Background: an optimization exercise with open tools, aiming at small area and a short achievable clock period. Do not read the settings as production practice. Only simulation tests tie the RTL to the original design; equivalence was not proved. Power and IR drop assume default switching activity.

$ cat flow/design.v
package bmu_pkg;
  localparam int xlen    = 32;
  localparam int shamt_w = 5;
  localparam int cnt_w   = 6;
  typedef struct packed {
    logic add;
    logic sub;
    logic unsign;
    logic slt;
    logic land;
    logic lor;
    logic lxor;
    logic zbb;
    logic sll;
    logic srl;
    logic sra;
    logic rol;
    logic ror;
    logic bext;
    logic clz;
    logic ctz;
    logic cpop;
    logic sext_b;
    logic sext_h;
    logic min;
    logic max;
    logic pack;
    logic packu;
    logic packh;
    logic grev;
    logic gorc;
    logic bset;
    logic bclr;
    logic binv;
    logic sh1add;
    logic sh2add;
    logic sh3add;
    logic zba;
  } bmu_op_t;
endpackage
`timescale 1ns/100ps
import bmu_pkg::*;
module bmu_adder (
  input  logic [xlen-1:0] a,
  input  logic            zba,      
  input  logic            sh1,
  input  logic            sh2,
  input  logic            sh3,
  input  logic [xlen-1:0] b,
  input  logic            sub,
  output logic [xlen-1:0] sum
);
  logic g1, g2, q2, g3, q3, g4, q4, g5, q5, g6, q6, g7, q7, g8, q8, g9, q9, g10, q10, g11, q11, g12, q12, g13, q13, g14, q14, g15, q15, g16, q16, g17, g18, q18, g19, q19, g20, q20, g21, q21, g22, q22, g23, q23, g24, q24, g25, q25, g26, q26, g27, q27, g28, q28, g29, q29, g30, q30, g31, q31, g32, g33, g34, q34, g35, q35, g36, q36, g37, q37, g38, q38, g39, q39, g40, q40, g41, q41, g42, q42, g43, q43, g44, q44, g45, q45, g46, g47, g48, g49, g50, q50, g51, q51, g52, q52, g53, q53, g54, q54, g55, q55, g56, q56, g57, q57, g58, g59, g60, g61, g62, g63, g64, g65, g66, g67, g68, g69, g70, g71, g72, g73, g74, g75, g76, g77, g78, g79, g80;
  logic [xlen-1:0] x, y, p;
  assign x = ({xlen{~zba}}  & a) |
             ({xlen{sh1}} & {a[xlen-2:0], 1'b0}) |
             ({xlen{sh2}} & {a[xlen-3:0], 2'b0}) |
             ({xlen{sh3}} & {a[xlen-4:0], 3'b0});
  assign y = b ^ {xlen{sub}};
  assign p = x ^ y;
  assign g1 = (x[0] & y[0]) | (p[0] & sub);
  assign g2 = (x[2] & y[2]) | (p[2] & (x[1] & y[1]));
  assign q2 = p[2] & p[1];
  assign g3 = (x[4] & y[4]) | (p[4] & (x[3] & y[3]));
  assign q3 = p[4] & p[3];
  assign g4 = (x[6] & y[6]) | (p[6] & (x[5] & y[5]));
  assign q4 = p[6] & p[5];
  assign g5 = (x[8] & y[8]) | (p[8] & (x[7] & y[7]));
  assign q5 = p[8] & p[7];
  assign g6 = (x[10] & y[10]) | (p[10] & (x[9] & y[9]));
  assign q6 = p[10] & p[9];
  assign g7 = (x[12] & y[12]) | (p[12] & (x[11] & y[11]));
  assign q7 = p[12] & p[11];
  assign g8 = (x[14] & y[14]) | (p[14] & (x[13] & y[13]));
  assign q8 = p[14] & p[13];
  assign g9 = (x[16] & y[16]) | (p[16] & (x[15] & y[15]));
  assign q9 = p[16] & p[15];
  assign g10 = (x[18] & y[18]) | (p[18] & (x[17] & y[17]));
  assign q10 = p[18] & p[17];
  assign g11 = (x[20] & y[20]) | (p[20] & (x[19] & y[19]));
  assign q11 = p[20] & p[19];
  assign g12 = (x[22] & y[22]) | (p[22] & (x[21] & y[21]));
  assign q12 = p[22] & p[21];
  assign g13 = (x[24] & y[24]) | (p[24] & (x[23] & y[23]));
  assign q13 = p[24] & p[23];
  assign g14 = (x[26] & y[26]) | (p[26] & (x[25] & y[25]));
  assign q14 = p[26] & p[25];
  assign g15 = (x[28] & y[28]) | (p[28] & (x[27] & y[27]));
  assign q15 = p[28] & p[27];
  assign g16 = (x[30] & y[30]) | (p[30] & (x[29] & y[29]));
  assign q16 = p[30] & p[29];
  assign g17 = g2 | (q2 & g1);
  assign g18 = g3 | (q3 & g2);
  assign q18 = q3 & q2;
  assign g19 = g4 | (q4 & g3);
  assign q19 = q4 & q3;
  assign g20 = g5 | (q5 & g4);
  assign q20 = q5 & q4;
  assign g21 = g6 | (q6 & g5);
  assign q21 = q6 & q5;
  assign g22 = g7 | (q7 & g6);
  assign q22 = q7 & q6;
  assign g23 = g8 | (q8 & g7);
  assign q23 = q8 & q7;
  assign g24 = g9 | (q9 & g8);
  assign q24 = q9 & q8;
  assign g25 = g10 | (q10 & g9);
  assign q25 = q10 & q9;
  assign g26 = g11 | (q11 & g10);
  assign q26 = q11 & q10;
  assign g27 = g12 | (q12 & g11);
  assign q27 = q12 & q11;
  assign g28 = g13 | (q13 & g12);
  assign q28 = q13 & q12;
  assign g29 = g14 | (q14 & g13);
  assign q29 = q14 & q13;
  assign g30 = g15 | (q15 & g14);
  assign q30 = q15 & q14;
  assign g31 = g16 | (q16 & g15);
  assign q31 = q16 & q15;
  assign g32 = g18 | (q18 & g1);
  assign g33 = g19 | (q19 & g17);
  assign g34 = g20 | (q20 & g18);
  assign q34 = q20 & q18;
  assign g35 = g21 | (q21 & g19);
  assign q35 = q21 & q19;
  assign g36 = g22 | (q22 & g20);
  assign q36 = q22 & q20;
  assign g37 = g23 | (q23 & g21);
  assign q37 = q23 & q21;
  assign g38 = g24 | (q24 & g22);
  assign q38 = q24 & q22;
  assign g39 = g25 | (q25 & g23);
  assign q39 = q25 & q23;
  assign g40 = g26 | (q26 & g24);
  assign q40 = q26 & q24;
  assign g41 = g27 | (q27 & g25);
  assign q41 = q27 & q25;
  assign g42 = g28 | (q28 & g26);
  assign q42 = q28 & q26;
  assign g43 = g29 | (q29 & g27);
  assign q43 = q29 & q27;
  assign g44 = g30 | (q30 & g28);
  assign q44 = q30 & q28;
  assign g45 = g31 | (q31 & g29);
  assign q45 = q31 & q29;
  assign g46 = g34 | (q34 & g1);
  assign g47 = g35 | (q35 & g17);
  assign g48 = g36 | (q36 & g32);
  assign g49 = g37 | (q37 & g33);
  assign g50 = g38 | (q38 & g34);
  assign q50 = q38 & q34;
  assign g51 = g39 | (q39 & g35);
  assign q51 = q39 & q35;
  assign g52 = g40 | (q40 & g36);
  assign q52 = q40 & q36;
  assign g53 = g41 | (q41 & g37);
  assign q53 = q41 & q37;
  assign g54 = g42 | (q42 & g38);
  assign q54 = q42 & q38;
  assign g55 = g43 | (q43 & g39);
  assign q55 = q43 & q39;
  assign g56 = g44 | (q44 & g40);
  assign q56 = q44 & q40;
  assign g57 = g45 | (q45 & g41);
  assign q57 = q45 & q41;
  assign g58 = g50 | (q50 & g1);
  assign g59 = g51 | (q51 & g17);
  assign g60 = g52 | (q52 & g32);
  assign g61 = g53 | (q53 & g33);
  assign g62 = g54 | (q54 & g46);
  assign g63 = g55 | (q55 & g47);
  assign g64 = g56 | (q56 & g48);
  assign g65 = g57 | (q57 & g49);
  assign g66 = (x[1] & y[1]) | (p[1] & g1);
  assign g67 = (x[3] & y[3]) | (p[3] & g17);
  assign g68 = (x[5] & y[5]) | (p[5] & g32);
  assign g69 = (x[7] & y[7]) | (p[7] & g33);
  assign g70 = (x[9] & y[9]) | (p[9] & g46);
  assign g71 = (x[11] & y[11]) | (p[11] & g47);
  assign g72 = (x[13] & y[13]) | (p[13] & g48);
  assign g73 = (x[15] & y[15]) | (p[15] & g49);
  assign g74 = (x[17] & y[17]) | (p[17] & g58);
  assign g75 = (x[19] & y[19]) | (p[19] & g59);
  assign g76 = (x[21] & y[21]) | (p[21] & g60);
  assign g77 = (x[23] & y[23]) | (p[23] & g61);
  assign g78 = (x[25] & y[25]) | (p[25] & g62);
  assign g79 = (x[27] & y[27]) | (p[27] & g63);
  assign g80 = (x[29] & y[29]) | (p[29] & g64);
  assign sum = p ^ {g65, g80, g64, g79, g63, g78, g62, g77, g61, g76, g60, g75, g59, g74, g58, g73, g49, g72, g48, g71, g47, g70, g46, g69, g33, g68, g32, g67, g17, g66, g1, sub};
endmodule
module bmu_compare (
  input  logic [xlen-1:0] a,
  input  logic [xlen-1:0] b,
  input  logic            unsign,
  output logic            lt
);
  logic cg1, cg2, cp2, cg3, cg4, cp4, cg5, cp5, cg6, cp6, cg7, cg8, cp8, cg9, cp9, cg10, cp10, cg11, cp11, cg12, cp12, cg13, cp13, cg14, cp14, cg15, cg16, cp16, cg17, cp17, cg18, cp18, cg19, cp19, cg20, cp20, cg21, cp21, cg22, cp22, cg23, cp23, cg24, cp24, cg25, cp25, cg26, cp26, cg27, cp27, cg28, cp28, cg29, cp29, cg30, cp30, cg31;
  logic [xlen-1:0] p, g;
  assign p = a | ~b;
  assign g = a & ~b;
  assign cg1 = g[0] | p[0];
  assign cg2 = g[2] | (p[2] & g[1]);
  assign cp2 = p[2] & p[1];
  assign cg3 = cg2 | (cp2 & cg1);
  assign cg4 = g[4] | (p[4] & g[3]);
  assign cp4 = p[4] & p[3];
  assign cg5 = g[6] | (p[6] & g[5]);
  assign cp5 = p[6] & p[5];
  assign cg6 = cg5 | (cp5 & cg4);
  assign cp6 = cp5 & cp4;
  assign cg7 = cg6 | (cp6 & cg3);
  assign cg8 = g[8] | (p[8] & g[7]);
  assign cp8 = p[8] & p[7];
  assign cg9 = g[10] | (p[10] & g[9]);
  assign cp9 = p[10] & p[9];
  assign cg10 = cg9 | (cp9 & cg8);
  assign cp10 = cp9 & cp8;
  assign cg11 = g[12] | (p[12] & g[11]);
  assign cp11 = p[12] & p[11];
  assign cg12 = g[14] | (p[14] & g[13]);
  assign cp12 = p[14] & p[13];
  assign cg13 = cg12 | (cp12 & cg11);
  assign cp13 = cp12 & cp11;
  assign cg14 = cg13 | (cp13 & cg10);
  assign cp14 = cp13 & cp10;
  assign cg15 = cg14 | (cp14 & cg7);
  assign cg16 = g[16] | (p[16] & g[15]);
  assign cp16 = p[16] & p[15];
  assign cg17 = g[18] | (p[18] & g[17]);
  assign cp17 = p[18] & p[17];
  assign cg18 = cg17 | (cp17 & cg16);
  assign cp18 = cp17 & cp16;
  assign cg19 = g[20] | (p[20] & g[19]);
  assign cp19 = p[20] & p[19];
  assign cg20 = g[22] | (p[22] & g[21]);
  assign cp20 = p[22] & p[21];
  assign cg21 = cg20 | (cp20 & cg19);
  assign cp21 = cp20 & cp19;
  assign cg22 = cg21 | (cp21 & cg18);
  assign cp22 = cp21 & cp18;
  assign cg23 = g[24] | (p[24] & g[23]);
  assign cp23 = p[24] & p[23];
  assign cg24 = g[26] | (p[26] & g[25]);
  assign cp24 = p[26] & p[25];
  assign cg25 = cg24 | (cp24 & cg23);
  assign cp25 = cp24 & cp23;
  assign cg26 = g[28] | (p[28] & g[27]);
  assign cp26 = p[28] & p[27];
  assign cg27 = g[30] | (p[30] & g[29]);
  assign cp27 = p[30] & p[29];
  assign cg28 = cg27 | (cp27 & cg26);
  assign cp28 = cp27 & cp26;
  assign cg29 = cg28 | (cp28 & cg25);
  assign cp29 = cp28 & cp25;
  assign cg30 = cg29 | (cp29 & cg22);
  assign cp30 = cp29 & cp22;
  assign cg31 = cg30 | (cp30 & cg15);
  assign lt = ~(unsign ? (g[xlen-1] | (p[xlen-1] & cg31)) :
                        ((~a[xlen-1] & b[xlen-1]) | ((~a[xlen-1] | b[xlen-1]) & cg31)));
endmodule
`timescale 1ns/100ps
import bmu_pkg::*;
module bmu_shifter (
  input  logic [xlen-1:0]    a,
  input  logic [shamt_w-1:0] amt,      
  input  logic [3:0]         swap16,   
  output logic [xlen-1:0]    rot
);
  logic [xlen-1:0] r1, r2, r4, r8;
  assign r1 = amt[0] ? {a[xlen-2:0],  a[xlen-1]}      : a;
  assign r2 = amt[1] ? {r1[xlen-3:0], r1[xlen-1-:2]}  : r1;
  assign r4 = amt[2] ? {r2[xlen-5:0], r2[xlen-1-:4]}  : r2;
  assign r8 = amt[3] ? {r4[xlen-9:0], r4[xlen-1-:8]}  : r4;
  always_comb begin
    for (int k = 0; k < 4; k++) begin
      rot[8*k +: 8] = swap16[k] ? r8[8*((k+2)%4) +: 8] : r8[8*k +: 8];
    end
  end
endmodule
`timescale 1ns/100ps
import bmu_pkg::*;
module bmu_bitcount (
  input  logic [xlen-1:0]   a,
  input  logic              clz,
  input  logic              ctz,
  input  logic              cpop,
  output logic [cnt_w-1:0]  count,
  output logic [3:0]        nzb
);
  logic [xlen-1:0]  a_rev;
  logic [xlen-1:0]  lzd_in;
  logic [cnt_w-1:0] lz;
  logic [cnt_w-1:0] pop;
  always_comb begin
    for (int i = 0; i < xlen; i++) begin
      a_rev[i] = a[xlen-1-i];
    end
  end
  assign lzd_in = ctz ? a_rev : a;
  always_comb begin
    lz = cnt_w'(xlen);
    for (int i = 0; i < xlen; i++) begin
      if (lzd_in[i]) begin
        lz = cnt_w'(xlen - 1 - i);
      end
    end
  end
  bmu_popcount u_pop (
    .a (a),
    .y (pop)
  );
  assign count = ({cnt_w{clz | ctz}} & lz) | ({cnt_w{cpop}} & pop);
  always_comb begin
    for (int k = 0; k < 4; k++) begin
      nzb[k] = |a[8*k +: 8];
    end
  end
endmodule
module bmu_popcount (
  input  logic [31:0] a,
  output logic [5:0] y
);
  logic w1, w2, w3, w4, w5, w6, w7, w8, w9, w10, w11, w12, w13, w14, w15, w16, w17, w18, w19, w20, w21, w22, w23, w24, w25, w26, w27, w28, w29, w30, w31, w32, w33, w34, w35, w36, w37, w38, w39, w40, w41, w42, w43, w44, w45, w46, w47, w48, w49, w50, w51, w52, w53, w54, w55, w56, w57, w58, w59, w60, w61, w62, w63, w64, w65, w66, w67, w68, w69, w70, w71, w72, w73, w74, w75, w76, w77, w78;
  assign w1 = a[0] ^ a[10];
  assign w2 = w1 ^ a[11];
  assign w3 = w1 ? a[11] : a[0];
  assign w4 = a[12] ^ a[13];
  assign w5 = w4 ^ a[14];
  assign w6 = w4 ? a[14] : a[12];
  assign w7 = a[15] ^ a[16];
  assign w8 = w7 ^ a[17];
  assign w9 = w7 ? a[17] : a[15];
  assign w10 = a[18] ^ a[19];
  assign w11 = w10 ^ a[1];
  assign w12 = w10 ? a[1] : a[18];
  assign w13 = a[20] ^ a[21];
  assign w14 = w13 ^ a[22];
  assign w15 = w13 ? a[22] : a[20];
  assign w16 = a[23] ^ a[24];
  assign w17 = w16 ^ a[25];
  assign w18 = w16 ? a[25] : a[23];
  assign w19 = a[26] ^ a[27];
  assign w20 = w19 ^ a[28];
  assign w21 = w19 ? a[28] : a[26];
  assign w22 = a[29] ^ a[2];
  assign w23 = w22 ^ a[30];
  assign w24 = w22 ? a[30] : a[29];
  assign w25 = a[31] ^ a[3];
  assign w26 = w25 ^ a[4];
  assign w27 = w25 ? a[4] : a[31];
  assign w28 = a[5] ^ a[6];
  assign w29 = w28 ^ a[7];
  assign w30 = w28 ? a[7] : a[5];
  assign w31 = a[8] ^ a[9];
  assign w32 = w31 ^ w11;
  assign w33 = w31 ? w11 : a[8];
  assign w34 = w14 ^ w17;
  assign w35 = w34 ^ w2;
  assign w36 = w34 ? w2 : w14;
  assign w37 = w20 ^ w23;
  assign w38 = w37 ^ w26;
  assign w39 = w37 ? w26 : w20;
  assign w40 = w29 ^ w5;
  assign w41 = w40 ^ w8;
  assign w42 = w40 ? w8 : w29;
  assign w43 = w32 ^ w35;
  assign w44 = w43 ^ w38;
  assign w45 = w43 ? w38 : w32;
  assign w46 = w12 ^ w15;
  assign w47 = w46 ^ w18;
  assign w48 = w46 ? w18 : w12;
  assign w49 = w21 ^ w24;
  assign w50 = w49 ^ w27;
  assign w51 = w49 ? w27 : w21;
  assign w52 = w3 ^ w30;
  assign w53 = w52 ^ w6;
  assign w54 = w52 ? w6 : w3;
  assign w55 = w9 ^ w33;
  assign w56 = w55 ^ w36;
  assign w57 = w55 ? w36 : w9;
  assign w58 = w39 ^ w42;
  assign w59 = w58 ^ w47;
  assign w60 = w58 ? w47 : w39;
  assign w61 = w50 ^ w53;
  assign w62 = w61 ^ w56;
  assign w63 = w61 ? w56 : w50;
  assign w64 = w45 ^ w59;
  assign w65 = w64 ^ w62;
  assign w66 = w64 ? w62 : w45;
  assign w67 = w48 ^ w51;
  assign w68 = w67 ^ w54;
  assign w69 = w67 ? w54 : w48;
  assign w70 = w57 ^ w60;
  assign w71 = w70 ^ w63;
  assign w72 = w70 ? w63 : w57;
  assign w73 = w68 ^ w66;
  assign w74 = w73 ^ w71;
  assign w75 = w73 ? w71 : w68;
  assign w76 = w69 ^ w72;
  assign w77 = w76 ^ w75;
  assign w78 = w76 ? w75 : w69;
  assign y = {1'b0, w78, w77, w74, w65, w41} + {1'b0, 1'b0, 1'b0, 1'b0, 1'b0, w44};
endmodule
`timescale 1ns/100ps
import bmu_pkg::*;
module bmu_bitlogic (
  input  logic [xlen-1:0] a,
  input  logic [xlen-1:0] x,
  input  logic [19:0]     tt,    
  output logic [xlen-1:0] lout
);
  for (genvar i = 0; i < xlen; i++) begin : g_bit
    localparam int r = (i == 0) ? 0 : (i < 8) ? 1 : i / 8 + 1;
    logic [3:0] t;
    assign t       = tt[4*r +: 4];
    assign lout[i] = a[i] ? (x[i] ? t[3] : t[2]) : (x[i] ? t[1] : t[0]);
  end
endmodule
`timescale 1ns/100ps
import bmu_pkg::*;
module bit_manipulation_unit (
  input  logic              clk,
  input  logic              rst_n,
  input  logic              valid_in,
  input  bmu_pkg::bmu_op_t  op,
  input  logic              csr_ren,
  input  logic [xlen-1:0]   csr_rddata,
  input  logic [xlen-1:0]   a,
  input  logic [xlen-1:0]   b,
  output logic [xlen-1:0]   result,
  output logic              result_valid,
  output logic              error
);
  localparam logic [3:0] T_A    = 4'b1100;
  localparam logic [3:0] T_X    = 4'b1010;
  localparam logic [3:0] T_AND  = 4'b1000;
  localparam logic [3:0] T_ANDN = 4'b0100;
  localparam logic [3:0] T_OR   = 4'b1110;
  localparam logic [3:0] T_XOR  = 4'b0110;
  localparam logic [3:0] T_ORN  = 4'b1101;
  localparam logic [3:0] T_XNOR = 4'b1001;
  logic [shamt_w-1:0] s;
  logic [shamt_w-1:0] ns;         
  logic               nc;
  logic               rev8, orcb;
  logic               lft, rgt, shn, bitop, tsel;
  logic [shamt_w-1:0] amt;
  logic [3:0]         swap16;
  logic [shamt_w:0]   u;
  logic [xlen-1:0]    therm;      
  logic [xlen-1:0]    tx;
  logic [xlen-1:0]    rot;
  logic [xlen-1:0]    sum;
  logic               lt;
  logic               adder_sel;
  logic [xlen-1:0]    x, lout;
  logic [19:0]        tt;
  logic [cnt_w-1:0]   count;
  logic [3:0]         nzb;
  logic               sel_a, fill;
  logic               mm_a, mm_b;
  logic               csr_sel;
  logic               err_d;
  logic [xlen-1:0]    result_d;
  assign s  = b[shamt_w-1:0];
  assign ns = ~s + 5'd1;
  assign nc = ~csr_ren;
  assign rev8 = op.grev & (s == 5'd24);
  assign orcb = op.gorc & (s == 5'd7);
  assign lft   = op.sll | op.rol;
  assign rgt   = op.srl | op.sra | op.ror | op.bext;
  assign shn   = op.sh1add | op.sh2add | op.sh3add;
  assign bitop = op.bset | op.bclr | op.binv;
  assign amt = ({shamt_w{lft}} & s) |
               ({shamt_w{rgt}} & ns) |
               {op.pack, op.packh | op.grev, 3'b0};
  assign swap16 = {amt[4] | op.grev, amt[4], amt[4] | op.grev, amt[4]};
  bmu_shifter u_shifter (
    .a      (a),
    .amt    (amt),
    .swap16 (swap16),
    .rot    (rot)
  );
  assign u = (op.srl | op.sra) ? {s == 5'd0, ns} : {1'b0, s};
  always_comb begin
    for (int i = 0; i < xlen; i++) begin
      therm[i] = ~u[shamt_w] & (i >= u[shamt_w-1:0]);
    end
  end
  always_comb begin
    for (int i = 0; i < xlen; i++) begin
      tx[i] = therm[i] & ~((i == 0) ? 1'b0 : (bitop & therm[i-1]));
    end
  end
  assign tsel = op.sll | op.srl | op.sra | bitop;
  always_comb begin
    for (int i = 0; i < xlen; i++) begin
      if (csr_ren) begin
        x[i] = csr_rddata[i];
      end else if (tsel) begin
        x[i] = tx[i];
      end else if (op.packu & (i < 16)) begin
        x[i] = b[(i + 16) % xlen];
      end else begin
        x[i] = b[i];
      end
    end
  end
  bmu_adder u_adder (
    .a      (a),
    .zba    (op.zba),
    .sh1    (op.sh1add),
    .sh2    (op.sh2add),
    .sh3    (op.sh3add),
    .b      (b),
    .sub    (op.sub),
    .sum    (sum)
  );
  bmu_compare u_compare (
    .a      (a),
    .b      (b),
    .unsign (op.unsign),
    .lt     (lt)
  );
  assign adder_sel = nc & (op.add | (op.zba & ~op.sub) |
                           (op.sub & ~op.zba & ~op.slt & ~op.min & ~op.max));
  bmu_bitcount u_bitcount (
    .a     (a),
    .clz   (nc & op.clz),
    .ctz   (nc & op.ctz),
    .cpop  (nc & op.cpop),
    .count (count),
    .nzb   (nzb)
  );
  assign sel_a = op.min ? lt : ~lt;
  assign fill  = a[xlen-1];
  always_comb begin
    logic [3:0] tcom;
    tcom = ({4{op.land & ~op.zbb}} & T_AND)  |
           ({4{op.lor  & ~op.zbb}} & T_OR)   |
           ({4{op.lxor & ~op.zbb}} & T_XOR)  |
           ({4{op.land &  op.zbb}} & T_ANDN) |
           ({4{op.lor  &  op.zbb}} & T_ORN)  |
           ({4{op.lxor &  op.zbb}} & T_XNOR) |
           ({4{op.sll}}            & T_AND)  |
           ({4{op.srl}}            & T_ANDN) |
           ({4{op.sra}}            & {fill, 1'b1, fill, 1'b0}) |
           ({4{op.rol | op.ror | rev8}} & T_A) |
           ({4{op.bset}}           & T_OR)   |
           ({4{op.bclr}}           & T_ANDN) |
           ({4{op.binv}}           & T_XOR);
    for (int r = 0; r < 5; r++) begin
      tt[4*r +: 4] = tcom;
      if (r == 0) tt[4*r +: 4] |= {4{op.bext}} & T_A;
      if (r <= 1) tt[4*r +: 4] |= {4{op.sext_b}} & T_A;
      else        tt[4*r +: 4] |= {4{op.sext_b & a[7]}};
      if (r <= 2) tt[4*r +: 4] |= {4{op.sext_h}} & T_A;
      else        tt[4*r +: 4] |= {4{op.sext_h & a[15]}};
      if (r <= 2) tt[4*r +: 4] |= {4{op.pack | op.packu}} & T_X;
      else        tt[4*r +: 4] |= {4{op.pack | op.packu}} & T_A;
      if (r <= 1) tt[4*r +: 4] |= {4{op.packh}} & T_X;
      if (r == 2) tt[4*r +: 4] |= {4{op.packh}} & T_A;
      tt[4*r +: 4] |= {4{orcb & nzb[(r == 0) ? 0 : r - 1]}};
      tt[4*r +: 4] &= {4{nc}};
      tt[4*r +: 4] |= {4{csr_sel}} & T_X;
    end
  end
  bmu_bitlogic u_bitlogic (
    .a    (rot),
    .x    (x),
    .tt   (tt),
    .lout (lout)
  );
  assign csr_sel = csr_ren & (op == '0);
  assign err_d = (csr_ren & (op != '0)) |
                 (~op.zba & shn) |
                 (op.zba & op.sub);
  assign mm_a = nc & (op.min | op.max) & sel_a;
  assign mm_b = nc & (op.min | op.max) & ~sel_a;
  assign result_d = lout | ({xlen{adder_sel}} & sum) |
                    ({xlen{mm_a}} & a) | ({xlen{mm_b}} & b) |
                    {{(xlen-cnt_w){1'b0}}, count} |
                    {{(xlen-1){1'b0}}, nc & op.slt & lt};
  always_ff @(posedge clk or negedge rst_n) begin
    if (!rst_n) begin
      result       <= '0;
      error        <= 1'b0;
      result_valid <= 1'b0;
    end else begin
      result_valid <= valid_in;
      if (valid_in) begin
        result <= result_d;
        error  <= err_d;
      end
    end
  end
endmodule
$ cat flow/flow/area.abc
&get -n
&st
&dch
&nf -R 1000
&put
topo
stime -c
$ cat flow/config.mk
export PLATFORM = sky130hd
export DESIGN_NAME = bit_manipulation_unit
export DESIGN_NICKNAME = bit_manipulation_unit
export VERILOG_FILES = /design/flow/design.v
export SDC_FILE = /design/flow/constraint.sdc
export NUM_CORES = 4
export LEC_CHECK = 0
export CAP_MARGIN = 20
export CORE_MARGIN = 2
export CORE_UTILIZATION = 30
export SLEW_MARGIN = 20
$ cat flow/constraint.sdc
create_clock -name core_clock -period 7.0 [get_ports {clk}]
set_input_delay 1.4000 -clock core_clock [delete_from_list [all_inputs] [get_ports {clk}]]
set_output_delay 1.4000 -clock core_clock [all_outputs]
set_load 0.01 [all_outputs]
$ cat flow/flow/run.sh
#!/bin/bash
# Own layout flow: the standard flow (standard.sh) with
#  - synthesis kept hierarchical per module until the final flatten, and the
#    ABC mapping script replaced by flow/area.abc (delay mapping with area
#    recovery, no blanket upsizing); everything else in synth_recipe.tcl unchanged
#  - plain buf_2 port buffers instead of delay cells
#  - timing repair aimed at a setup slack margin
# Each step's full output goes to log_<step>.txt in this folder.
set -euo pipefail
HERE=$(pwd)
cat > "$HERE/own_synth.tcl" <<TCL
# replace the -script of ORFS's abc call, then run the standard flow's synthesis as is
proc abc {args} {
  set i [lsearch -exact \$args -script]
  if {\$i >= 0} { lset args [expr {\$i + 1}] $HERE/flow/area.abc }
  yosys abc {*}\$args
}
source $HERE/synth_recipe.tcl
TCL
ARGS=(
  "SYNTH_SCRIPT=$HERE/own_synth.tcl"
  "SYNTH_HIERARCHICAL=1"
  "SYNTH_MINIMUM_KEEP_SIZE=0"
  "BUFFER_PORTS_ARGS=-buffer_cell sky130_fd_sc_hd__buf_2"
  "SETUP_SLACK_MARGIN=2.5"
)
for step in synth floorplan place cts route finish; do
  bash standard.sh "${ARGS[@]}" "$step" > "log_$step.txt" 2>&1
done
$ cat flow/standard.sh
#!/bin/bash
# synth_recipe.tcl (not shown) runs the flow's synth.tcl, then flattens the netlist and writes it again
# the make line also repeats each setting of config.mk as NAME=value (left out here)
make -C /OpenROAD-flow-scripts/flow DESIGN_CONFIG=/design/flow/config.mk WORK_HOME=/design/flow/orfs CLKGATE_MAP_FILE= SYNTH_SCRIPT=/design/flow/synth_recipe.tcl "${@:-finish}"
==> results_dict.tcl, run 1 <==
set metrics [dict create \
    final_cell_area_um2 13230 \
    routed_via_density 6.310 \
    crit_fanout 12 \
    final_common_cell "nand2_1" \
    crit_required_ns 7.14 \
    skew_ns 0 \
    row_count 67 \
    synth_top_area_share_pct 10.69 \
    synth_area_per_cell_um2 7.502 \
    finalSetupTns_ns 0 \
    tightest_slew_ns 0.9226 \
    async_reset_ff_share_pct 100.0 \
    dp.cells 1974 \
    instances_no_fill 2023 \
    initial_core_util_pct 30.31 \
    drt_pass1_iterations 11 \
    cts_buffers 5 \
    yosysUniqueCellTypes 60 \
    hpwlAfterDp_mm 37.28 \
    grt_pass1_wl_mm 73.95 \
    remaining_drc_errors 0 \
    yosys-top-cells-area "mux4_2 (11%), mux2i_1 (8.9%), dfrtp_1 (8.4%)" \
    grt_overflow 0 \
    fin_crit_sh_pct 65.49 \
    antenna_found_initial 0 \
    synth-seq-cells 34 \
    synth_edf_count 0 \
    routed_wl_mm 50.20 \
    grt_max_degree 68 \
    drive_gt1_share_pct 26.79 \
    crit_type "in -> reg" \
    finalSetupViolations 0 \
    synthesis.instances 1348 \
    critPathBufInv 1 \
    die_y_um 187.6 \
    first_global_vias 12030 \
    seq_area_frac_synth_pct 8.414 \
    path_cells "buf_2, or2_4, or3_4, nor2_4, nor2_4, mux2_1, o21ai_0, mux2i_1, o21ai_0, mux2i_1, mux4_2, a311o_1, a221oi_2, a31oi_1" \
    pin_count 167 \
    fin_crit_ns 4.584 \
    holdWs_ns 0.5381 \
    place_area_um2 11690 \
    slew_viol_final 0 \
    critPathTopFamily "compound AO/OA/AOI/OAI gates" \
    synth_flop_cell "dfrtp_1" \
    timing.final.hold_violations 0 \
    end_kind "register" \
    ctsHoldBuffers 0 \
    grt_setup_unrepaired "yes" \
    core_area_um2 33360 \
    hold_class "reg -> reg" \
    p_leak_nw 5.286 \
    yosysWarnings 9 \
    drt_iter0_markers 1807 \
    cts.htree.levels 2 \
    syn-num-nets 1533 \
    power_density_nw_per_um2 176.8 \
    avgRoutedWirePerCell_um 24.81 \
    cts_tree "built" \
    grt_use_total_pct 27.27 \
    cp.arrival_ns 4.73 \
    area_growth_pct 30.82 \
    dieArea_um2 35190 \
    cts_root_buf "clkbuf_16" \
    fmax_ghz 0.2181 \
    synth_area_um2 10110 \
    ant_nets 0 \
    status "complete, no violations" \
    synth_top_area_cell "mux4_2" \
    fp.dieW_um 187.6 \
    nets 1759 \
    clock_path_buffers 2 \
    slowest_delay_ns 0.38 \
    clock_sinks 34 \
    cap_violations 0 \
    power.total_w 0.002338 \
    via_count 12770 \
    clk_latency_ns 0.29 \
    diodes 0 \
    final_cell_mix "nand2_1 (217), buf_2 (124), nor2_1 (120)" \
    slowest_stage "or3_4" \
    clkTransAtPathRegs_ns 0.07 \
    slew_headroom_pct 38.49 \
    routabilityCongestion 0.9886 \
    critPathLaunchType "input port" \
    port-buffer-count 166 \
    peakVddDrop_v 0.0001263 \
]
[power breakdown]
group	internal, W	switching (W)	leakage (nW)
Combinational	0.000768	0.00104	4.85
Sequential	0.000247	0.0000419	0.363
Clock	0.000142	0.000103	0.0729
Total	0.00116	0.00118	5.29
[per-layer routing]
| layer | vias to the layer above | wire length (um) | track usage, % |
|---|---|---|---|
| li1 | 5641 | - | - |
| met2 | 897 | 21550 | 41.75 |
| met3 | 183 | 5658 | 5.503 |
| met5 | - | 0 | 0 |
| met4 | 0 | 3139 | 14.60 |
| met1 | 6045 | 19850 | 36.07 |
[Yosys cell counts, types with 28 or more instances]
| cell type | n |
|---|---|
| xor2_1 | 67 |
| o21ai_0 | 108 |
| xnor2_1 | 35 |
| mux2i_1 | 90 |
| dfrtp_1 | 34 |
| mux2_1 | 31 |
| a222oi_1 | 42 |
| a21oi_1 | 118 |
| nor2_1 | 135 |
| ha_1 | 37 |
| mux4_2 | 48 |
| nor3_1 | 28 |
| a31oi_1 | 50 |
| nand2_1 | 226 |
| clkinv_1 | 62 |
[registers in the layout, summed over array words and instances (netlist names)]
signal	count
result	32
error	1
result_valid	1
[what timing repair did]
item                       in CTS  in global routing
setup buffers                  22                 16
gates cloned                    2                  1
pin swaps                      21                 27
resized for setup             148                129
setup endpoints to repair      32                 32
[worst paths after layout]
path                             from          to  slack [ns]  depth (start not counted)
setup / recovery               op[22]   result[0]        2.42                         14
setup reg to reg            result[7]   result[7]        6.22                          2
min in group asynchronous       rst_n   result[4]        1.24                          1
hold / removal             result[26]  result[26]        0.54                          2
max in group asynchronous       rst_n  result[25]        5.17                          1
hold reg to reg            result[26]  result[26]        0.54                          2
[Yosys stat by module, one instance, submodules excluded]
module / times used / area, um2 / flops+latches
bmu_compare: 1 / 535.5 / 0
bmu_bitlogic: 1 / 720.7 / 0
bmu_adder: 1 / 2158 / 0
bit_manipulation_unit: 1 / 3511 / 34
bmu_popcount: 1 / 805.8 / 0
bmu_shifter: 1 / 1622 / 0
bmu_bitcount: 1 / 759.5 / 0
[cell families (layout without fill, tap and decap cells)]
family                   Yosys count  after routing  share of synthesized area, %
AND/OR/NAND/NOR                  491            492                         21.03
buffers and inverters             62            288                         2.301
XOR/XNOR                         104            104                         9.292
AO/OA/AOI/OAI                    415            415                         26.28
flip-flops                        34             34                         8.414
multiplexers                     169            169                         23.05
adder cells (fa/ha/maj)           73             73                         9.626
[worst reg2reg max path, delay by kind of cell (launching register included)]
kind               cells  cell delay (ns)
AOI/OAI and AO/OA      1             0.05
DFF                    1             0.45
and+or+nand+nor        1             0.12
[through the flow]
step                      util [%]  setup slack [ns]
after CTS                    37.58             2.472
after floorplan                  -             2.346
after global routing         39.65             2.266
after detailed placement     35.05             1.279
after global placement       35.05             1.261
final                        39.65             2.416
[layout make-up]
type | instances | area (um2)
clock inverter | 2 | 12.51
fill | 3486 | 20140
timing repair inverter | 1 | 8.758
multi-input combinational | 1253 | 9872
clock buffer | 6 | 138.9
sequential | 34 | 850.8
inverter | 62 | 261.5
tap | 448 | 560.5
timing repair buffer | 217 | 1524
==> run 2, diff against run 1 <==
--- a/flow/design.v
+++ b/flow/design.v
@@ -263,11 +263,27 @@
 import bmu_pkg::*;
 module bmu_shifter (
   input  logic [xlen-1:0]    a,
-  input  logic [shamt_w-1:0] amt,      
-  input  logic [3:0]         swap16,   
+  input  logic [shamt_w-1:0] s,
+  input  logic               sll,
+  input  logic               rol,
+  input  logic               srl,
+  input  logic               sra,
+  input  logic               ror,
+  input  logic               bext,
+  input  logic               pack,
+  input  logic               packh,
+  input  logic               grev,
   output logic [xlen-1:0]    rot
 );
-  logic [xlen-1:0] r1, r2, r4, r8;
+  logic [shamt_w-1:0] ns;
+  logic [shamt_w-1:0] amt;
+  logic [3:0]         swap16;
+  logic [xlen-1:0]    r1, r2, r4, r8;
+  assign ns  = ~s + 5'd1;
+  assign amt = ({shamt_w{sll | rol}} & s) |
+               ({shamt_w{srl | sra | ror | bext}} & ns) |
+               {pack, packh | grev, 3'b0};
+  assign swap16 = {amt[4] | grev, amt[4], amt[4] | grev, amt[4]};
   assign r1 = amt[0] ? {a[xlen-2:0],  a[xlen-1]}      : a;
   assign r2 = amt[1] ? {r1[xlen-3:0], r1[xlen-1-:2]}  : r1;
   assign r4 = amt[2] ? {r2[xlen-5:0], r2[xlen-1-:4]}  : r2;
@@ -285,7 +301,8 @@
   input  logic              clz,
   input  logic              ctz,
   input  logic              cpop,
-  output logic [cnt_w-1:0]  count,
+  input  logic [cnt_w-1:0]  oth,     
+  output logic [cnt_w-1:0]  res,     
   output logic [3:0]        nzb
 );
   logic [xlen-1:0]  a_rev;
@@ -306,115 +323,144 @@
       end
     end
   end
-  bmu_popcount u_pop (
-    .a (a),
-    .y (pop)
-  );
-  assign count = ({cnt_w{clz | ctz}} & lz) | ({cnt_w{cpop}} & pop);
+  logic pc_w1, pc_w2, pc_w3, pc_w4, pc_w5, pc_w6, pc_w7, pc_w8, pc_w9, pc_w10, pc_w11, pc_w12, pc_w13, pc_w14, pc_w15, pc_w16, pc_w17, pc_w18, pc_w19, pc_w20, pc_w21, pc_w22, pc_w23, pc_w24, pc_w25, pc_w26, pc_w27, pc_w28, pc_w29, pc_w30, pc_w31, pc_w32, pc_w33, pc_w34, pc_w35, pc_w36, pc_w37, pc_w38, pc_w39, pc_w40, pc_w41, pc_w42, pc_w43, pc_w44, pc_w45, pc_w46, pc_w47, pc_w48, pc_w49, pc_w50, pc_w51, pc_w52, pc_w53, pc_w54, pc_w55, pc_w56, pc_w57, pc_w58, pc_w59, pc_w60, pc_w61, pc_w62, pc_w63, pc_w64, pc_w65, pc_w66, pc_w67, pc_w68, pc_w69, pc_w70, pc_w71, pc_w72, pc_w73, pc_w74, pc_w75, pc_w76, pc_w77, pc_w78;
+  assign pc_w1 = a[0] ^ a[10];
+  assign pc_w2 = pc_w1 ^ a[11];
+  assign pc_w3 = pc_w1 ? a[11] : a[0];
+  assign pc_w4 = a[12] ^ a[13];
+  assign pc_w5 = pc_w4 ^ a[14];
+  assign pc_w6 = pc_w4 ? a[14] : a[12];
+  assign pc_w7 = a[15] ^ a[16];
+  assign pc_w8 = pc_w7 ^ a[17];
+  assign pc_w9 = pc_w7 ? a[17] : a[15];
+  assign pc_w10 = a[18] ^ a[19];
+  assign pc_w11 = pc_w10 ^ a[1];
+  assign pc_w12 = pc_w10 ? a[1] : a[18];
+  assign pc_w13 = a[20] ^ a[21];
+  assign pc_w14 = pc_w13 ^ a[22];
+  assign pc_w15 = pc_w13 ? a[22] : a[20];
+  assign pc_w16 = a[23] ^ a[24];
+  assign pc_w17 = pc_w16 ^ a[25];
+  assign pc_w18 = pc_w16 ? a[25] : a[23];
+  assign pc_w19 = a[26] ^ a[27];
+  assign pc_w20 = pc_w19 ^ a[28];
+  assign pc_w21 = pc_w19 ? a[28] : a[26];
+  assign pc_w22 = a[29] ^ a[2];
+  assign pc_w23 = pc_w22 ^ a[30];
+  assign pc_w24 = pc_w22 ? a[30] : a[29];
+  assign pc_w25 = a[31] ^ a[3];
+  assign pc_w26 = pc_w25 ^ a[4];
+  assign pc_w27 = pc_w25 ? a[4] : a[31];
+  assign pc_w28 = a[5] ^ a[6];
+  assign pc_w29 = pc_w28 ^ a[7];
+  assign pc_w30 = pc_w28 ? a[7] : a[5];
+  assign pc_w31 = a[8] ^ a[9];
+  assign pc_w32 = pc_w31 ^ pc_w11;
+  assign pc_w33 = pc_w31 ? pc_w11 : a[8];
+  assign pc_w34 = pc_w14 ^ pc_w17;
+  assign pc_w35 = pc_w34 ^ pc_w2;
+  assign pc_w36 = pc_w34 ? pc_w2 : pc_w14;
+  assign pc_w37 = pc_w20 ^ pc_w23;
+  assign pc_w38 = pc_w37 ^ pc_w26;
+  assign pc_w39 = pc_w37 ? pc_w26 : pc_w20;
+  assign pc_w40 = pc_w29 ^ pc_w5;
+  assign pc_w41 = pc_w40 ^ pc_w8;
+  assign pc_w42 = pc_w40 ? pc_w8 : pc_w29;
+  assign pc_w43 = pc_w32 ^ pc_w35;
+  assign pc_w44 = pc_w43 ^ pc_w38;
+  assign pc_w45 = pc_w43 ? pc_w38 : pc_w32;
+  assign pc_w46 = pc_w12 ^ pc_w15;
+  assign pc_w47 = pc_w46 ^ pc_w18;
+  assign pc_w48 = pc_w46 ? pc_w18 : pc_w12;
+  assign pc_w49 = pc_w21 ^ pc_w24;
+  assign pc_w50 = pc_w49 ^ pc_w27;
+  assign pc_w51 = pc_w49 ? pc_w27 : pc_w21;
+  assign pc_w52 = pc_w3 ^ pc_w30;
+  assign pc_w53 = pc_w52 ^ pc_w6;
+  assign pc_w54 = pc_w52 ? pc_w6 : pc_w3;
+  assign pc_w55 = pc_w9 ^ pc_w33;
+  assign pc_w56 = pc_w55 ^ pc_w36;
+  assign pc_w57 = pc_w55 ? pc_w36 : pc_w9;
+  assign pc_w58 = pc_w39 ^ pc_w42;
+  assign pc_w59 = pc_w58 ^ pc_w47;
+  assign pc_w60 = pc_w58 ? pc_w47 : pc_w39;
+  assign pc_w61 = pc_w50 ^ pc_w53;
+  assign pc_w62 = pc_w61 ^ pc_w56;
+  assign pc_w63 = pc_w61 ? pc_w56 : pc_w50;
+  assign pc_w64 = pc_w45 ^ pc_w59;
+  assign pc_w65 = pc_w64 ^ pc_w62;
+  assign pc_w66 = pc_w64 ? pc_w62 : pc_w45;
+  assign pc_w67 = pc_w48 ^ pc_w51;
+  assign pc_w68 = pc_w67 ^ pc_w54;
+  assign pc_w69 = pc_w67 ? pc_w54 : pc_w48;
+  assign pc_w70 = pc_w57 ^ pc_w60;
+  assign pc_w71 = pc_w70 ^ pc_w63;
+  assign pc_w72 = pc_w70 ? pc_w63 : pc_w57;
+  assign pc_w73 = pc_w68 ^ pc_w66;
+  assign pc_w74 = pc_w73 ^ pc_w71;
+  assign pc_w75 = pc_w73 ? pc_w71 : pc_w68;
+  assign pc_w76 = pc_w69 ^ pc_w72;
+  assign pc_w77 = pc_w76 ^ pc_w75;
+  assign pc_w78 = pc_w76 ? pc_w75 : pc_w69;
+  assign pop = {1'b0, pc_w78, pc_w77, pc_w74, pc_w65, pc_w41} + {1'b0, 1'b0, 1'b0, 1'b0, 1'b0, pc_w44};
+  assign res = ({cnt_w{clz | ctz}} & lz) | ({cnt_w{cpop}} & pop) | oth;
   always_comb begin
     for (int k = 0; k < 4; k++) begin
       nzb[k] = |a[8*k +: 8];
     end
   end
 endmodule
-module bmu_popcount (
-  input  logic [31:0] a,
-  output logic [5:0] y
-);
-  logic w1, w2, w3, w4, w5, w6, w7, w8, w9, w10, w11, w12, w13, w14, w15, w16, w17, w18, w19, w20, w21, w22, w23, w24, w25, w26, w27, w28, w29, w30, w31, w32, w33, w34, w35, w36, w37, w38, w39, w40, w41, w42, w43, w44, w45, w46, w47, w48, w49, w50, w51, w52, w53, w54, w55, w56, w57, w58, w59, w60, w61, w62, w63, w64, w65, w66, w67, w68, w69, w70, w71, w72, w73, w74, w75, w76, w77, w78;
-  assign w1 = a[0] ^ a[10];
-  assign w2 = w1 ^ a[11];
-  assign w3 = w1 ? a[11] : a[0];
-  assign w4 = a[12] ^ a[13];
-  assign w5 = w4 ^ a[14];
-  assign w6 = w4 ? a[14] : a[12];
-  assign w7 = a[15] ^ a[16];
-  assign w8 = w7 ^ a[17];
-  assign w9 = w7 ? a[17] : a[15];
-  assign w10 = a[18] ^ a[19];
-  assign w11 = w10 ^ a[1];
-  assign w12 = w10 ? a[1] : a[18];
-  assign w13 = a[20] ^ a[21];
-  assign w14 = w13 ^ a[22];
-  assign w15 = w13 ? a[22] : a[20];
-  assign w16 = a[23] ^ a[24];
-  assign w17 = w16 ^ a[25];
-  assign w18 = w16 ? a[25] : a[23];
-  assign w19 = a[26] ^ a[27];
-  assign w20 = w19 ^ a[28];
-  assign w21 = w19 ? a[28] : a[26];
-  assign w22 = a[29] ^ a[2];
-  assign w23 = w22 ^ a[30];
-  assign w24 = w22 ? a[30] : a[29];
-  assign w25 = a[31] ^ a[3];
-  assign w26 = w25 ^ a[4];
-  assign w27 = w25 ? a[4] : a[31];
-  assign w28 = a[5] ^ a[6];
-  assign w29 = w28 ^ a[7];
-  assign w30 = w28 ? a[7] : a[5];
-  assign w31 = a[8] ^ a[9];
-  assign w32 = w31 ^ w11;
-  assign w33 = w31 ? w11 : a[8];
-  assign w34 = w14 ^ w17;
-  assign w35 = w34 ^ w2;
-  assign w36 = w34 ? w2 : w14;
-  assign w37 = w20 ^ w23;
-  assign w38 = w37 ^ w26;
-  assign w39 = w37 ? w26 : w20;
-  assign w40 = w29 ^ w5;
-  assign w41 = w40 ^ w8;
-  assign w42 = w40 ? w8 : w29;
-  assign w43 = w32 ^ w35;
-  assign w44 = w43 ^ w38;
-  assign w45 = w43 ? w38 : w32;
-  assign w46 = w12 ^ w15;
-  assign w47 = w46 ^ w18;
-  assign w48 = w46 ? w18 : w12;
-  assign w49 = w21 ^ w24;
-  assign w50 = w49 ^ w27;
-  assign w51 = w49 ? w27 : w21;
-  assign w52 = w3 ^ w30;
-  assign w53 = w52 ^ w6;
-  assign w54 = w52 ? w6 : w3;
-  assign w55 = w9 ^ w33;
-  assign w56 = w55 ^ w36;
-  assign w57 = w55 ? w36 : w9;
-  assign w58 = w39 ^ w42;
-  assign w59 = w58 ^ w47;
-  assign w60 = w58 ? w47 : w39;
-  assign w61 = w50 ^ w53;
-  assign w62 = w61 ^ w56;
-  assign w63 = w61 ? w56 : w50;
-  assign w64 = w45 ^ w59;
-  assign w65 = w64 ^ w62;
-  assign w66 = w64 ? w62 : w45;
-  assign w67 = w48 ^ w51;
-  assign w68 = w67 ^ w54;
-  assign w69 = w67 ? w54 : w48;
-  assign w70 = w57 ^ w60;
-  assign w71 = w70 ^ w63;
-  assign w72 = w70 ? w63 : w57;
-  assign w73 = w68 ^ w66;
-  assign w74 = w73 ^ w71;
-  assign w75 = w73 ? w71 : w68;
-  assign w76 = w69 ^ w72;
-  assign w77 = w76 ^ w75;
-  assign w78 = w76 ? w75 : w69;
-  assign y = {1'b0, w78, w77, w74, w65, w41} + {1'b0, 1'b0, 1'b0, 1'b0, 1'b0, w44};
-endmodule
 `timescale 1ns/100ps
 import bmu_pkg::*;
 module bmu_bitlogic (
-  input  logic [xlen-1:0] a,
-  input  logic [xlen-1:0] x,
-  input  logic [19:0]     tt,    
-  output logic [xlen-1:0] lout
+  input  logic [xlen-1:0]    rot,
+  input  logic [xlen-1:0]    b,
+  input  logic [xlen-1:0]    csr_rddata,
+  input  logic               csr_ren,
+  input  logic               sll,
+  input  logic               srl_sra,
+  input  logic               bitop,     
+  input  logic               packu,
+  input  logic [19:0]        tt,        
+  output logic [xlen-1:0]    lout
 );
+  logic [shamt_w-1:0] s;
+  logic [shamt_w:0]   u;
+  logic [xlen-1:0]    therm;      
+  logic [xlen-1:0]    tx;
+  logic [xlen-1:0]    x;
+  logic               tsel;
+  assign s = b[shamt_w-1:0];
+  assign u = srl_sra ? {s == 5'd0, ~s + 5'd1} : {1'b0, s};
+  always_comb begin
+    for (int i = 0; i < xlen; i++) begin
+      therm[i] = ~u[shamt_w] & (i >= u[shamt_w-1:0]);
+    end
+  end
+  always_comb begin
+    for (int i = 0; i < xlen; i++) begin
+      tx[i] = therm[i] & ~((i == 0) ? 1'b0 : (bitop & therm[i-1]));
+    end
+  end
+  assign tsel = sll | srl_sra | bitop;
+  always_comb begin
+    for (int i = 0; i < xlen; i++) begin
+      if (csr_ren) begin
+        x[i] = csr_rddata[i];
+      end else if (tsel) begin
+        x[i] = tx[i];
+      end else if (packu & (i < 16)) begin
+        x[i] = b[(i + 16) % xlen];
+      end else begin
+        x[i] = b[i];
+      end
+    end
+  end
   for (genvar i = 0; i < xlen; i++) begin : g_bit
     localparam int r = (i == 0) ? 0 : (i < 8) ? 1 : i / 8 + 1;
     logic [3:0] t;
     assign t       = tt[4*r +: 4];
-    assign lout[i] = a[i] ? (x[i] ? t[3] : t[2]) : (x[i] ? t[1] : t[0]);
+    assign lout[i] = rot[i] ? (x[i] ? t[3] : t[2]) : (x[i] ? t[1] : t[0]);
   end
 endmodule
 `timescale 1ns/100ps
@@ -441,22 +487,17 @@
   localparam logic [3:0] T_ORN  = 4'b1101;
   localparam logic [3:0] T_XNOR = 4'b1001;
   logic [shamt_w-1:0] s;
-  logic [shamt_w-1:0] ns;         
   logic               nc;
   logic               rev8, orcb;
-  logic               lft, rgt, shn, bitop, tsel;
-  logic [shamt_w-1:0] amt;
-  logic [3:0]         swap16;
-  logic [shamt_w:0]   u;
-  logic [xlen-1:0]    therm;      
-  logic [xlen-1:0]    tx;
+  logic               shn, bitop;
   logic [xlen-1:0]    rot;
   logic [xlen-1:0]    sum;
   logic               lt;
   logic               adder_sel;
-  logic [xlen-1:0]    x, lout;
+  logic [xlen-1:0]    lout;
   logic [19:0]        tt;
-  logic [cnt_w-1:0]   count;
+  logic [cnt_w-1:0]   low;
+  logic [xlen-1:0]    mid;
   logic [3:0]         nzb;
   logic               sel_a, fill;
   logic               mm_a, mm_b;
@@ -464,49 +505,25 @@
   logic               err_d;
   logic [xlen-1:0]    result_d;
   assign s  = b[shamt_w-1:0];
-  assign ns = ~s + 5'd1;
-  assign nc = ~csr_ren;
+  assign nc = valid_in & ~csr_ren;
   assign rev8 = op.grev & (s == 5'd24);
   assign orcb = op.gorc & (s == 5'd7);
-  assign lft   = op.sll | op.rol;
-  assign rgt   = op.srl | op.sra | op.ror | op.bext;
   assign shn   = op.sh1add | op.sh2add | op.sh3add;
   assign bitop = op.bset | op.bclr | op.binv;
-  assign amt = ({shamt_w{lft}} & s) |
-               ({shamt_w{rgt}} & ns) |
-               {op.pack, op.packh | op.grev, 3'b0};
-  assign swap16 = {amt[4] | op.grev, amt[4], amt[4] | op.grev, amt[4]};
   bmu_shifter u_shifter (
     .a      (a),
-    .amt    (amt),
-    .swap16 (swap16),
+    .s      (s),
+    .sll    (op.sll),
+    .rol    (op.rol),
+    .srl    (op.srl),
+    .sra    (op.sra),
+    .ror    (op.ror),
+    .bext   (op.bext),
+    .pack   (op.pack),
+    .packh  (op.packh),
+    .grev   (op.grev),
     .rot    (rot)
   );
-  assign u = (op.srl | op.sra) ? {s == 5'd0, ns} : {1'b0, s};
-  always_comb begin
-    for (int i = 0; i < xlen; i++) begin
-      therm[i] = ~u[shamt_w] & (i >= u[shamt_w-1:0]);
-    end
-  end
-  always_comb begin
-    for (int i = 0; i < xlen; i++) begin
-      tx[i] = therm[i] & ~((i == 0) ? 1'b0 : (bitop & therm[i-1]));
-    end
-  end
-  assign tsel = op.sll | op.srl | op.sra | bitop;
-  always_comb begin
-    for (int i = 0; i < xlen; i++) begin
-      if (csr_ren) begin
-        x[i] = csr_rddata[i];
-      end else if (tsel) begin
-        x[i] = tx[i];
-      end else if (op.packu & (i < 16)) begin
-        x[i] = b[(i + 16) % xlen];
-      end else begin
-        x[i] = b[i];
-      end
-    end
-  end
   bmu_adder u_adder (
     .a      (a),
     .zba    (op.zba),
@@ -530,7 +547,8 @@
     .clz   (nc & op.clz),
     .ctz   (nc & op.ctz),
     .cpop  (nc & op.cpop),
-    .count (count),
+    .oth   (mid[cnt_w-1:0]),
+    .res   (low),
     .nzb   (nzb)
   );
   assign sel_a = op.min ? lt : ~lt;
@@ -567,21 +585,27 @@
     end
   end
   bmu_bitlogic u_bitlogic (
-    .a    (rot),
-    .x    (x),
-    .tt   (tt),
-    .lout (lout)
+    .rot        (rot),
+    .b          (b),
+    .csr_rddata (csr_rddata),
+    .csr_ren    (csr_ren),
+    .sll        (op.sll),
+    .srl_sra    (op.srl | op.sra),
+    .bitop      (bitop),
+    .packu      (op.packu),
+    .tt         (tt),
+    .lout       (lout)
   );
-  assign csr_sel = csr_ren & (op == '0);
+  assign csr_sel = valid_in & csr_ren & (op == '0);
   assign err_d = (csr_ren & (op != '0)) |
                  (~op.zba & shn) |
                  (op.zba & op.sub);
   assign mm_a = nc & (op.min | op.max) & sel_a;
   assign mm_b = nc & (op.min | op.max) & ~sel_a;
-  assign result_d = lout | ({xlen{adder_sel}} & sum) |
-                    ({xlen{mm_a}} & a) | ({xlen{mm_b}} & b) |
-                    {{(xlen-cnt_w){1'b0}}, count} |
-                    {{(xlen-1){1'b0}}, nc & op.slt & lt};
+  assign mid = lout | ({xlen{adder_sel}} & sum) |
+               ({xlen{mm_a}} & a) | ({xlen{mm_b}} & b) |
+               {{(xlen-1){1'b0}}, nc & op.slt & lt};
+  assign result_d = {mid[xlen-1:cnt_w], low};
   always_ff @(posedge clk or negedge rst_n) begin
     if (!rst_n) begin
       result       <= '0;
@@ -589,8 +613,8 @@
       result_valid <= 1'b0;
     end else begin
       result_valid <= valid_in;
+      result <= result_d | (result & {xlen{~valid_in}});
       if (valid_in) begin
-        result <= result_d;
         error  <= err_d;
       end
     end
==> run 2 against run 1 <==
  * Still clean on timing, DRC and antenna
  * Maximum frequency decreased by 1.3%
  * Synthesized cell count decreased by 2.9%
  * Sequential cell count unchanged
  * Hold slack got worse by 0.069 ns
  * Clock power about the same
  * Critical endpoint is now result[22]
  * Largest power group unchanged
  * Highest routed layer unchanged
==> results_dict.tcl, run 2 <==
set metrics [dict create \
    synth-seq-cells 34 \
    synth_flop_cell "dfrtp_1" \
    syn-num-nets 1500 \
    drt_iter0_markers 1557 \
    grt_setup_unrepaired "yes" \
    synth_commonest_cells "nand2_1 (195), mux2i_1 (156), a21oi_1 (116)" \
    yosysMostFrequentCell "nand2_1" \
    yosysWarnings 10 \
    initial_core_util_pct 30.24 \
    swShare_pct 50.07 \
    core_area_um2 33360 \
    grt_pass1_wl_mm 73.60 \
    grt_use_total_pct 27.27 \
    yosys-top-cells-area "mux2i_1 (15%), dfrtp_1 (8.4%), nand2_1 (7.3%)" \
    cts_tree "built" \
    cap_violations 0 \
    drive_gt1_share_pct 29.88 \
    path_cells "buf_6, or4_4, o21ai_4, buf_6, buf_12, mux2i_1, mux2_4, o21ai_1, mux2i_1, mux2i_2, mux4_2, a221o_1, a221o_1" \
    p_leak_nw 5.416 \
    critPathLaunchType "input port" \
    finalSetupViolations 0 \
    timing.final.hold_violations 0 \
    fp.dieW_um 187.4 \
    diodes 0 \
    slowest_delay_ns 0.60 \
    remaining_drc_errors 0 \
    synth_area_um2 10090 \
    area_growth_pct 35.14 \
    pwr-share-clk_pct 10.1 \
    synth_top_area_cell "mux2i_1" \
    routed_wl_mm 50.31 \
    routed_via_density 6.268 \
    ant_nets 0 \
    routabilityCongestion 0.9600 \
    peakVddDrop_v 0.00008744 \
    crit_fanout 9 \
    slew_headroom_pct 31.43 \
    status "complete, no violations" \
    end_kind "register" \
    row_count 67 \
    grt_overflow 0 \
    slew_viol_final 0 \
    avgRoutedWirePerCell_um 25.27 \
    slowest_stage "or4_4" \
    whs_endpoint "result[4]" \
    largest_register_ffs 32 \
    grt_max_degree 42 \
    synth_top_area_share_pct 15.48 \
    n_fill_cell 3421 \
    skew_ns 0 \
    synthesis.instances 1309 \
    cts_buffers 5 \
    reg2reg_to "result[7]" \
    reg2reg_depth 2 \
    hold_class "reg -> reg" \
    clk_latency_ns 0.31 \
    cts_root_buf "clkbuf_16" \
    async_reset_ff_share_pct 100.0 \
    first_global_vias 11740 \
    tightest_slew_ns 1.021 \
    ctsHoldBuffers 0 \
    via_count 12480 \
    synth_edf_count 0 \
    hpwlAfterDp_mm 37.07 \
    clkTransAtPathRegs_ns 0.06 \
    hold_start "result[4]" \
    port-buffer-count 166 \
    regMostFlops "result" \
    fin_crit_ns 4.643 \
    clock_path_buffers 2 \
    cts.htree.levels 2 \
    pwr-share-comb_pct 77.1 \
    holdPathStages 1 \
    reg2reg_slack_ns 5.81 \
    die_y_um 187.4 \
    yosysUniqueCellTypes 61 \
    power_switching_w 0.001202 \
    place_area_um2 11680 \
    crit_type "in -> reg" \
    r2r_start "result[7]" \
    synth_area_per_cell_um2 7.708 \
    clock_sinks 34 \
    p_int_w 0.001199 \
    final_cell_area_um2 13640 \
    drt_pass1_iterations 9 \
    fin_crit_sh_pct 66.33 \
    fmax_ghz 0.2154 \
    critPathLaunch "op[20]" \
    cp.arrival_ns 4.83 \
    power_frac_seq_pct 12.7 \
    final_common_cell "nand2_1" \
    finalSetupTns_ns 0 \
    critPathTopFamily "multiplexers" \
    power_density_nw_per_um2 176.1 \
    dieArea_um2 35120 \
    crit_required_ns 7.18 \
    final_cell_mix "nand2_1 (191), buf_2 (139), nor2_1 (96)" \
    nets 1733 \
    antenna_found_initial 0 \
    top_regs "result (32), error (1), result_valid (1)" \
    seq_area_frac_synth_pct 8.433 \
    pin_count 167 \
    critPathBufInv 3 \
]
## run 2: power groups by stage
stage	clock network, W	logic, W	registers [W]
floorplan	0	0.000989	0.000324
global placement	0	0.00152	0.000311
detailed placement	0	0.00153	0.000310
CTS	0.000245	0.00170	0.000306
global route	0.000250	0.00199	0.000313
finish	0.000243	0.00185	0.000306
## run 2: worst register-to-register path, delay by kind of cell (launching register included)
family          cells  cell delay, ns
compound gates      2            0.63
flops               1            0.45
## run 2: timing repair
action	in CTS	in global routing
endpoints found under the setup margin	32	31
pin swaps	21	28
cloned	5	1
buffers inserted	27	10
resized for setup	185	170
## run 2: cells by family after synthesis
group | Yosys count | synth area share [%]
mux | 207 | 24.74
buf+inv | 71 | 2.641
simple gates | 419 | 17.97
fa+ha+maj | 70 | 9.499
xor+xnor | 98 | 8.507
compound gates | 410 | 28.21
flops | 34 | 8.433
## run 2: layout make-up
cell class | count | area [um2] | area share, %
inverter | 71 | 292.8 | 2.147
timing repair buffer | 224 | 1632 | 11.97
clock buffer | 7 | 142.6 | 1.046
multi-input combinational | 1205 | 10140 | 74.39
tap | 448 | 560.5 | 4.111
sequential | 34 | 850.8 | 6.240
clock inverter | 1 | 5.005 | 0.03670
timing repair inverter | 1 | 8.758 | 0.06423
## run 2: modules after synthesis, one instance, submodules excluded
module / cell area (um2) / cells inside / flops+latches
bmu_adder: 2156 / 296 / 0
bmu_compare: 535.5 / 97 / 0
bmu_bitlogic: 2049 / 257 / 0
bmu_shifter: 1705 / 211 / 0
bmu_bitcount: 1614 / 244 / 0
bit_manipulation_unit: 2029 / 204 / 34
## run 2: how the worst max path moves through the flow
stage,to,slack (ns),depth (start not counted)
final,result[22],2.36,13
after global routing,result[5],2.30,16
after CTS,result[18],2.45,13
after detailed placement,result[0],1.38,25
after global placement,result[0],1.45,25
after floorplan,result[21],1.74,9
## run 2: per-stage QoR
stage / setup slack, ns / hold WS, ns / std cells / total power, W / util [%]
after floorplan: 1.736 / 0.5204 / 1309 / 0.001313 / -
after global placement: 1.447 / 0.4658 / 1940 / 0.001834 / 35.01
after detailed placement: 1.375 / 0.4662 / 1940 / 0.001839 / 35.01
after CTS: 2.446 / 0.4783 / 1980 / 0.002249 / 38.43
after global routing: 2.300 / 0.4949 / 1991 / 0.002551 / 40.87
final: 2.357 / 0.4688 / 1991 / 0.002401 / 40.87
## run 2: routing by layer
metal	GRT usage [%]	wire, um	vias up
li1	-	-	5577
met1	36.36	20740	5984
met2	42.16	21930	772
met3	4.897	4750	147
met4	14.02	2882	0
met5	0	0	-

==> re-timing with driven ports <==
Ports are ideal in the flow. The routed layouts listed here were re-timed in OpenROAD.
Step 1 (the two cells are an assumption about what drives the block):
set clk [get_ports {clk}]
set_driving_cell -lib_cell sky130_fd_sc_hd__clkbuf_16 $clk
set_driving_cell -lib_cell sky130_fd_sc_hd__buf_2 [delete_from_list [all_inputs] $clk]
Step 2 adds t to the input delays and takes it off the output delays; t is the mean of the earliest and latest rising clock arrival at the registers after step 1. Input paths then give back, and output paths get back, about the clock's delay inside the block.
a / b / c = ideal / step 1 / step 2; a / b = the first two.
run | t (ns) | setup WS [ns] | pins driven straight from the clock port
run 1 | 0.332 | 2.416 / 2.438 / 2.106 | 1
run 2 | 0.345 | 2.357 / 2.370 / 2.026 | 1
After both steps setup and hold are still met in every run listed. For run 2, which loses most, drivers alone change the setup slack by +0.013 ns; drivers and shift together by -0.331 ns.
